Context: an optimization exercise on an open-source flow, tuned for small area, a short achievable clock period and few clock cycles per item. The choices shown serve that exercise and are no tape-out recipe.
In this exercise RTL edits were held to simulation tests only and were not proved equivalent to the original.
Power figures rest on the tool's default switching activity, not on a simulated workload.

**design/flow/design.v**
```verilog
module tw_tracker #(
  parameter int unsigned TW_MEM_SIZE = 16,
  parameter int unsigned ACCID_W     = 8,
  parameter int unsigned TASKID_W    = 64
) (
  input  logic                clk,
  input  logic                rst,
  input  logic                in_valid,
  output logic                in_ready,
  input  logic                in_type,
  input  logic [TASKID_W-1:0] in_taskid,
  input  logic [ACCID_W-1:0]  in_accid,
  input  logic [31:0]         in_components,
  output logic                ack_valid,
  input  logic                ack_ready,
  output logic [ACCID_W-1:0]  ack_accid,
  output logic [7:0]          ack_code,
  output logic                full_err,
  output logic                busy
);
  localparam int unsigned N = TW_MEM_SIZE;
  logic [N-1:0]        ent_valid;
  logic [N-1:0]        ent_armed;
  logic [ACCID_W-1:0]  ent_accid  [N];
  logic [32:0]         ent_cnt    [N];
  logic [TASKID_W-1:0] ent_taskid [N];
  logic                a_v;
  logic                a_type;
  logic [TASKID_W-1:0] a_taskid;
  logic [ACCID_W-1:0]  a_accid;
  logic [31:0]         a_comp;
  logic                b_v;
  logic                b_type;
  logic [TASKID_W-1:0] b_taskid;
  logic [ACCID_W-1:0]  b_accid;      
  logic [32:0]         b_delta;      
  logic                b_exists;     
  logic [N-1:0]        b_slot;       
  logic [32:0]         b_cnt;        
  logic                b_armed;
  logic [ACCID_W-1:0]  b_eaccid;
  logic [ACCID_W-1:0]  fq [4];
  logic [3:0]          focc;
  logic [N-1:0]        a_eq;
  logic                a_same;
  logic [N-1:0]        hit;
  logic                hit_any;
  logic [32:0]         rd_cnt;
  logic                rd_armed;
  logic [ACCID_W-1:0]  rd_accid;
  logic                same;
  always_comb begin
    for (int unsigned i = 0; i < N; i++)
      hit[i] = ent_valid[i] && a_eq[i];
    hit_any  = |hit;
    rd_cnt   = '0;
    rd_armed = 1'b0;
    rd_accid = '0;
    for (int unsigned i = 0; i < N; i++) begin
      rd_cnt   = rd_cnt   | ({33{hit[i]}} & ent_cnt[i]);
      rd_armed = rd_armed | (hit[i] & ent_armed[i]);
      rd_accid = rd_accid | ({ACCID_W{hit[i]}} & ent_accid[i]);
    end
    same = a_same;
  end
  logic              all_used;
  logic [N-1:0]      free_oh;
  logic              drop;
  logic [N-1:0]      slot;
  logic              new_armed;
  logic [ACCID_W-1:0] new_accid;
  logic [32:0]       new_cnt;
  logic              hits_zero;
  logic              done;
  logic              upd;
  logic [32:0] sum, ag, ap;
  always_comb begin
    ag = b_cnt & b_delta;
    ap = b_cnt ^ b_delta;
    for (int unsigned d = 1; d < 33; d = d * 2) begin
      for (int i = 32; i >= int'(d); i--) begin
        ag[i] = ag[i] | (ap[i] & ag[i - int'(d)]);
        ap[i] = ap[i] & ap[i - int'(d)];
      end
    end
    sum = (b_cnt ^ b_delta) ^ {ag[31:0], 1'b0};
  end
  always_comb begin
    all_used = &ent_valid;
    free_oh  = '0;
    for (int i = N - 1; i >= 0; i--)
      if (!ent_valid[i]) free_oh = N'(1) << i;
    drop      = !b_exists && all_used;
    slot      = b_exists ? b_slot : free_oh;
    new_armed = b_type | b_armed;
    new_accid = b_type ? b_accid : b_eaccid;
    new_cnt   = sum;
    hits_zero = &(~((b_cnt ^ b_delta) ^ {(b_cnt[31:0] | b_delta[31:0]), 1'b0}));
    upd       = b_v && !drop;
    done      = upd && new_armed && hits_zero;
  end
  logic eq_b;
  assign eq_b = (b_taskid == in_taskid);
  always_ff @(posedge clk) begin
    for (int unsigned i = 0; i < N; i++)
      a_eq[i] <= (upd && slot[i]) ? eq_b : (ent_taskid[i] == in_taskid);
    a_same <= a_v && (a_taskid == in_taskid);
  end
  logic accept;
  assign accept = in_valid && in_ready;
  always_ff @(posedge clk) begin
    a_type   <= in_type;
    a_taskid <= in_taskid;
    a_accid  <= in_accid;
    a_comp   <= in_components;
    b_type   <= a_type;
    b_taskid <= a_taskid;
    b_accid  <= a_accid;
    b_delta  <= a_type ? {1'b0, a_comp} : -{1'b0, a_comp};
    if (same) begin
      b_exists <= upd && !done;
      b_slot   <= slot;
      b_cnt    <= new_cnt;
      b_armed  <= new_armed && !done;
      b_eaccid <= new_accid;
    end else begin
      b_exists <= hit_any;
      b_slot   <= hit;
      b_cnt    <= rd_cnt;
      b_armed  <= rd_armed;
      b_eaccid <= rd_accid;
    end
  end
  always_ff @(posedge clk) begin
    if (rst) begin
      a_v <= 1'b0;
      b_v <= 1'b0;
    end else begin
      a_v <= accept;
      b_v <= a_v;
    end
  end
  always_ff @(posedge clk) begin
    for (int unsigned i = 0; i < N; i++) begin
      if (upd && slot[i]) begin
        ent_taskid[i] <= b_taskid;
        ent_cnt[i]    <= new_cnt;
        ent_armed[i]  <= new_armed;
        ent_accid[i]  <= new_accid;
      end
    end
  end
  always_ff @(posedge clk) begin
    if (rst) begin
      ent_valid <= '0;
    end else begin
      for (int unsigned i = 0; i < N; i++)
        if (upd && slot[i]) ent_valid[i] <= !done;
    end
  end
  logic       pop;
  logic [3:0] focc_nxt;
  assign pop = ack_valid && ack_ready;
  always_comb begin
    if (done && !pop)      focc_nxt = {focc[2:0], 1'b1};
    else if (pop && !done) focc_nxt = {1'b0, focc[3:1]};
    else                   focc_nxt = focc;
  end
  always_ff @(posedge clk) begin
    for (int unsigned j = 0; j < 4; j++) begin
      if (pop) begin
        if (done && (j == 3 ? focc[3] : (focc[j] && !focc[j+1]))) fq[j] <= new_accid;
        else if (j < 3)                                           fq[j] <= fq[j+1];
      end else if (done && (j == 0 ? !focc[0] : (focc[j-1] && !focc[j]))) begin
        fq[j] <= new_accid;
      end
    end
  end
  always_ff @(posedge clk) begin
    if (rst) begin
      focc      <= '0;
      ack_valid <= 1'b0;
      full_err  <= 1'b0;
      in_ready  <= 1'b1;
      busy      <= 1'b0;
    end else begin
      focc      <= focc_nxt;
      ack_valid <= focc_nxt[0];
      if (b_v && drop) full_err <= 1'b1;
      in_ready  <= !focc_nxt[1];
      busy      <= accept || a_v || focc_nxt[0];
    end
  end
  assign ack_accid = fq[0];
  assign ack_code  = 8'h01;
endmodule
```
**design/flow/config.mk**
```make
export PLATFORM = sky130hd
export DESIGN_NAME = tw_tracker
export DESIGN_NICKNAME = tw_tracker
export VERILOG_FILES = /design/flow/design.v
export SDC_FILE = /design/flow/constraint.sdc
export NUM_CORES = 4
export LEC_CHECK = 0
export ABC_CLOCK_PERIOD_IN_PS = 2500
export CAP_MARGIN = 20
export CORE_MARGIN = 2
export CORE_UTILIZATION = 55
export SETUP_SLACK_MARGIN = 4.2
export SLEW_MARGIN = 20
```
**design/flow/run.sh**
```bash
#!/bin/bash
# synth_recipe.tcl (not shown) runs the flow's synth.tcl, then flattens the netlist and writes it again
# the make line also repeats each setting of config.mk as NAME=value (left out here)
make -C /OpenROAD-flow-scripts/flow DESIGN_CONFIG=/design/flow/config.mk WORK_HOME=/design/flow/orfs CLKGATE_MAP_FILE= SYNTH_SCRIPT=/design/flow/synth_recipe.tcl finish
```
**design/flow/constraint.sdc**
```tcl
create_clock -name core_clock -period 7.0 [get_ports {clk}]
set_input_delay 1.4000 -clock core_clock [delete_from_list [all_inputs] [get_ports {clk}]]
set_output_delay 1.4000 -clock core_clock [all_outputs]
set_load 0.01 [all_outputs]
```
==> key figures <==
Timing
  • Worst-margin pin slew: 1.16 ns
  • Fin. max-slew vios: 0
  • Relative slew slack: 22.6%
  • Final cycle utilization of the critical path: 46.7%
  • Worst hold slack: between 0.3 and 0.4 ns
  • Final Skew: around 0.035 ns
  • Crit path time final: ~3.3 ns
  • RSZ-0062 raised after global routing: true
  • Final Setup Violations: 0
  • Endpoints failing hold: 0
  • Final TNS setup: 0 ns
  • Maximum clock frequency: roughly 310 MHz

Clock tree
  • CTS max path bufs: 3
  • TritonCTS Buffers: 202
  • TritonCTS clock tree: built
  • Clk slew on worst S/H paths: ~0.060 ns
  • # H-tree levels: 4
  • Worst-Skew Late Latency: roughly 0.86 ns
  • Post-CTS Hold Buffers: 0
  • Total clock sinks: 2,040
  • Clk root buf: clkbuf_16

Power
  • Max VDD drop: between 0.2 and 0.3 mV
  • Sequential Power Share: 51.3%
  • Leakage: between 30 and 40 nW
  • Comb power frac: 7.1%
  • Clock power frac: a little over 40%
  • Pint: approximately 20 mW
  • Net Sw Power: approximately 6.1 mW
  • PD cells: roughly 260 nW/um^2
  • Sw Ratio: a little under a quarter

Yosys
  • Count of warnings emitted by yosys: 5
  • Most common flop cell mapped by yosys: edfxtp_1
  • Post-synth cell types: 77
  • Synthesized cell area: slightly above 80,000 sq um
  • Syn_area_per_cell: 15.6 sq um
  • FF+latch count, synth: a little over 2,000
  • Seq/Total Area, Yosys: between 70% and 80%
  • Cells after synthesis: between 5,000 and 6,000
  • Post-synth EDFFs: ~1,700
  • FFs w/ async S/R, synth: 0%

GRT
  • Vias in the first global route: approximately 47,000
  • Gr usage total: between 30 and 40%
  • Antenna violations before repair: 32
  • Largest net degree at the start of global routing: 65
  • First-pass GRT wire length: between 300 and 400 mm
  • GRT Residual Overflow: 0

Die
  • Die W: between 300 and 400 um
  • Core Region: ~150,000 sq um
  • Top-level I/O count: 129
  • Die height: between 300 and 400 um
  • Initial Utilization: between 50% and 60%
  • Die footprint: roughly 150,000 sq um
  • Rows: 140

Worst hold path
  • Worst hold path type: reg2reg

Setup path
  • CP dominant cell by count: or4_4
  • Slowest cell delay on critical path: 0.53 ns
  • Worst path slowest cell: or4_4
  • Crit path cell chain: inv_2, ha_4, xnor2_2, nor4_1, nand4_1, or4_4, buf_12, or4_4, nand2_8, mux2_4
  • CP delay by family, top: simple AND/OR/NAND/NOR gates
  • Worst Path Buf+Inv: 2
  • Worst Path Required: about 7.6 ns
  • Crit start category: flop
  • Critical path class: reg2reg
  • Critical path capture point type: flop
  • Crit path DAT: 3.85 ns
  • Max FO, Critical Path: 8

Place
  • Routability-driven placement congestion ratio: 0.980
  • Dpl hpwl: roughly 170 mm
  • I/O Buffers: between 100 and 150

Cells and area
  • Most frequent cells in the layout: edfxtp_1, xor2_1, buf_4
  • Layout Nets: ~6,000
  • Commonest non-fill, non-tap cell in the layout: edfxtp_1
  • Layout area overhead: 24.3%
  • Final Core Density: 68.8%
  • Share of layout cells above drive strength 1: about a quarter

Routing
  • Remaining antenna violation count after routing: 0
  • Detailed-router iteration count before antenna repair: 6
  • Wire per inst: between 30 and 40 um
  • DR vias: roughly 53,000
  • Via/cell ratio: 6.69
  • DR iter-0 viols: approximately 9,300
  • Routed wire length: between 300 and 400 mm
  • DR DRC count: 0

Status
  • Status: timing/DRC/antenna clean

Flow run
  • Max-cap violations: 0
## synth_stat cells, types with 4 or more instances
library cell / count / area share, %
o22ai_1: 14 / 0.11
nor3_1: 43 / 0.27
nor2_1: 113 / 0.53
or3_1: 4 / 0.031
xnor2_1: 353 / 3.8
mux2i_1: 19 / 0.24
nand4_1: 186 / 1.4
nor4_1: 255 / 2.0
nand3_1: 38 / 0.24
a221oi_1: 79 / 0.86
or4_1: 4 / 0.037
xor2_1: 850 / 9.2
clkbuf_1: 195 / 0.91
or2_2: 4 / 0.031
o221a_2: 14 / 0.20
ha_1: 67 / 1.0
a31oi_1: 13 / 0.10
and3_1: 6 / 0.047
dfxtp_1: 328 / 8.1
buf_2: 16 / 0.099
a2111oi_0: 5 / 0.054
a22o_1: 75 / 0.82
o2bb2ai_1: 5 / 0.054
and2_1: 21 / 0.16
a21o_1: 10 / 0.093
mux2_2: 46 / 0.64
nor2b_1: 10 / 0.078
nand3b_1: 16 / 0.15
a22oi_1: 192 / 1.8
buf_1: 41 / 0.19
a21oi_1: 57 / 0.35
buf_4: 9 / 0.084
edfxtp_1: 1712 / 64
a211oi_1: 10 / 0.093
inv_1: 141 / 0.66
o21ai_0: 52 / 0.32
nand2_1: 89 / 0.41
nand2b_1: 8 / 0.062
o21a_1: 7 / 0.065
o31a_1: 6 / 0.065
o21bai_1: 4 / 0.037
## kinds of logic (layout without fill, tap and decap cells)
family	after synthesis	after routing	synth area share, %
compound gates	577	577	5.42
mux	66	66	0.897
buf+inv	404	1236	1.95
simple gates	813	817	5.64
flops	2040	2040	71.9
other cells	2	20	0.00932
xor+xnor	1203	1203	13.1
fa+ha+maj	68	68	1.07
## through the flow
step	setup slack [ns]	power, mW	cells	instance area [sq um]
3_5_place_dp	2.26	15.1	7160	85000
2_1_floorplan	3.41	14.4	5179	81200
6_report	3.73	26.2	7944	100000
5_1_grt	3.66	26.7	7935	100000
3_3_place_gp	1.87	15.1	7158	84900
4_1_cts	3.66	25.9	7709	95900
## sequential cells by signal (all words and copies together) (netlist names), 16 cells and up
signal / cells
a_eq: 16
ent_accid: 128
b_cnt: 33
b_taskid: 64
a_taskid: 64
b_slot: 16
a_comp: 32
b_delta: 33
ent_cnt: 528
ent_armed: 16
ent_taskid: 1024
ent_valid: 16
fq: 32
## path summary, 6_finish.rpt
kind / startpoint / end / slack (ns) / cells past startpoint
setup reg to reg: b_delta[1]$_DFF_P_ / fq[0][0]$_DFFE_PP_ / 3.73 / 10
setup / recovery: b_delta[1]$_DFF_P_ / fq[0][0]$_DFFE_PP_ / 3.73 / 10
hold / removal: a_accid[6]$_DFF_P_ / b_accid[6]$_DFF_P_ / 0.32 / 0
hold reg to reg: a_accid[6]$_DFF_P_ / b_accid[6]$_DFF_P_ / 0.32 / 0
## repair_timing
item,in CTS,in global routing
setup buffers,145,149
resized for setup,654,357
endpoints found under the setup margin,2133,1712
pin swaps,93,108
endpoints found under the hold margin,0,0
gates cloned,22,74
## routing by layer
metal,up-vias,track usage [%],routed length [um]
met5,-,0,124
met3,790,11.7,49700
met1,27000,57.6,120000
met4,18,16.0,15800
met2,4531,55.0,132000
li1,20800,-,-
## power by group through the flow
stage	Sequential [mW]	Combinational, mW	Clock [mW]
finish	13.4	1.87	10.9
global route	13.4	1.88	11.3
CTS	13.4	1.64	10.9
detailed placement	13.7	1.39	0
global placement	13.7	1.39	0
floorplan	13.7	0.709	0
## layout make-up
type                            count  area, sq um
Inverter                          142          589
Fill cell                        9728        45400
Multi-Input combinational cell   2739        23700
Tap cell                         1917         2400
Clock inverter                     78          733
Clock buffer                      304         5850
Timing Repair inverter              6         45.0
Timing Repair Buffer              706         8710
Antenna cell                       12         30.0
Sequential cell                  2040        58100
Testbench counts, summed over its fixed seeds: cycles 24,025, items 24,000.

-- re-timing with driven ports --
Ports are ideal in the flow. The routed layout listed here was re-timed in OpenROAD. Step 1: set_driving_cell puts a clkbuf_16 on clk and a buf_2 on each other input, an assumption about the parent block. Step 2 times the ports against the registers' clock, not the clock port: input delays grow and output delays shrink by t, the midpoint of the rising clock arrivals with the driver on. a / b / c = no drivers / after step 1 / after step 2; a / b = the first two.
t, ns: 0.930
setup slack, ns: 3.728 / 3.728 / 3.145
worst hold slack (ns): 0.323 / 0.323 / 0.323
slew at the worst register clock pin (ns): 0.07 / 0.07
worst slew at a driven data input, ns: 0.06
After both steps this run still meets setup and hold. For this run, drivers alone change the setup slack by 0.000 ns; drivers and shift together by -0.583 ns.
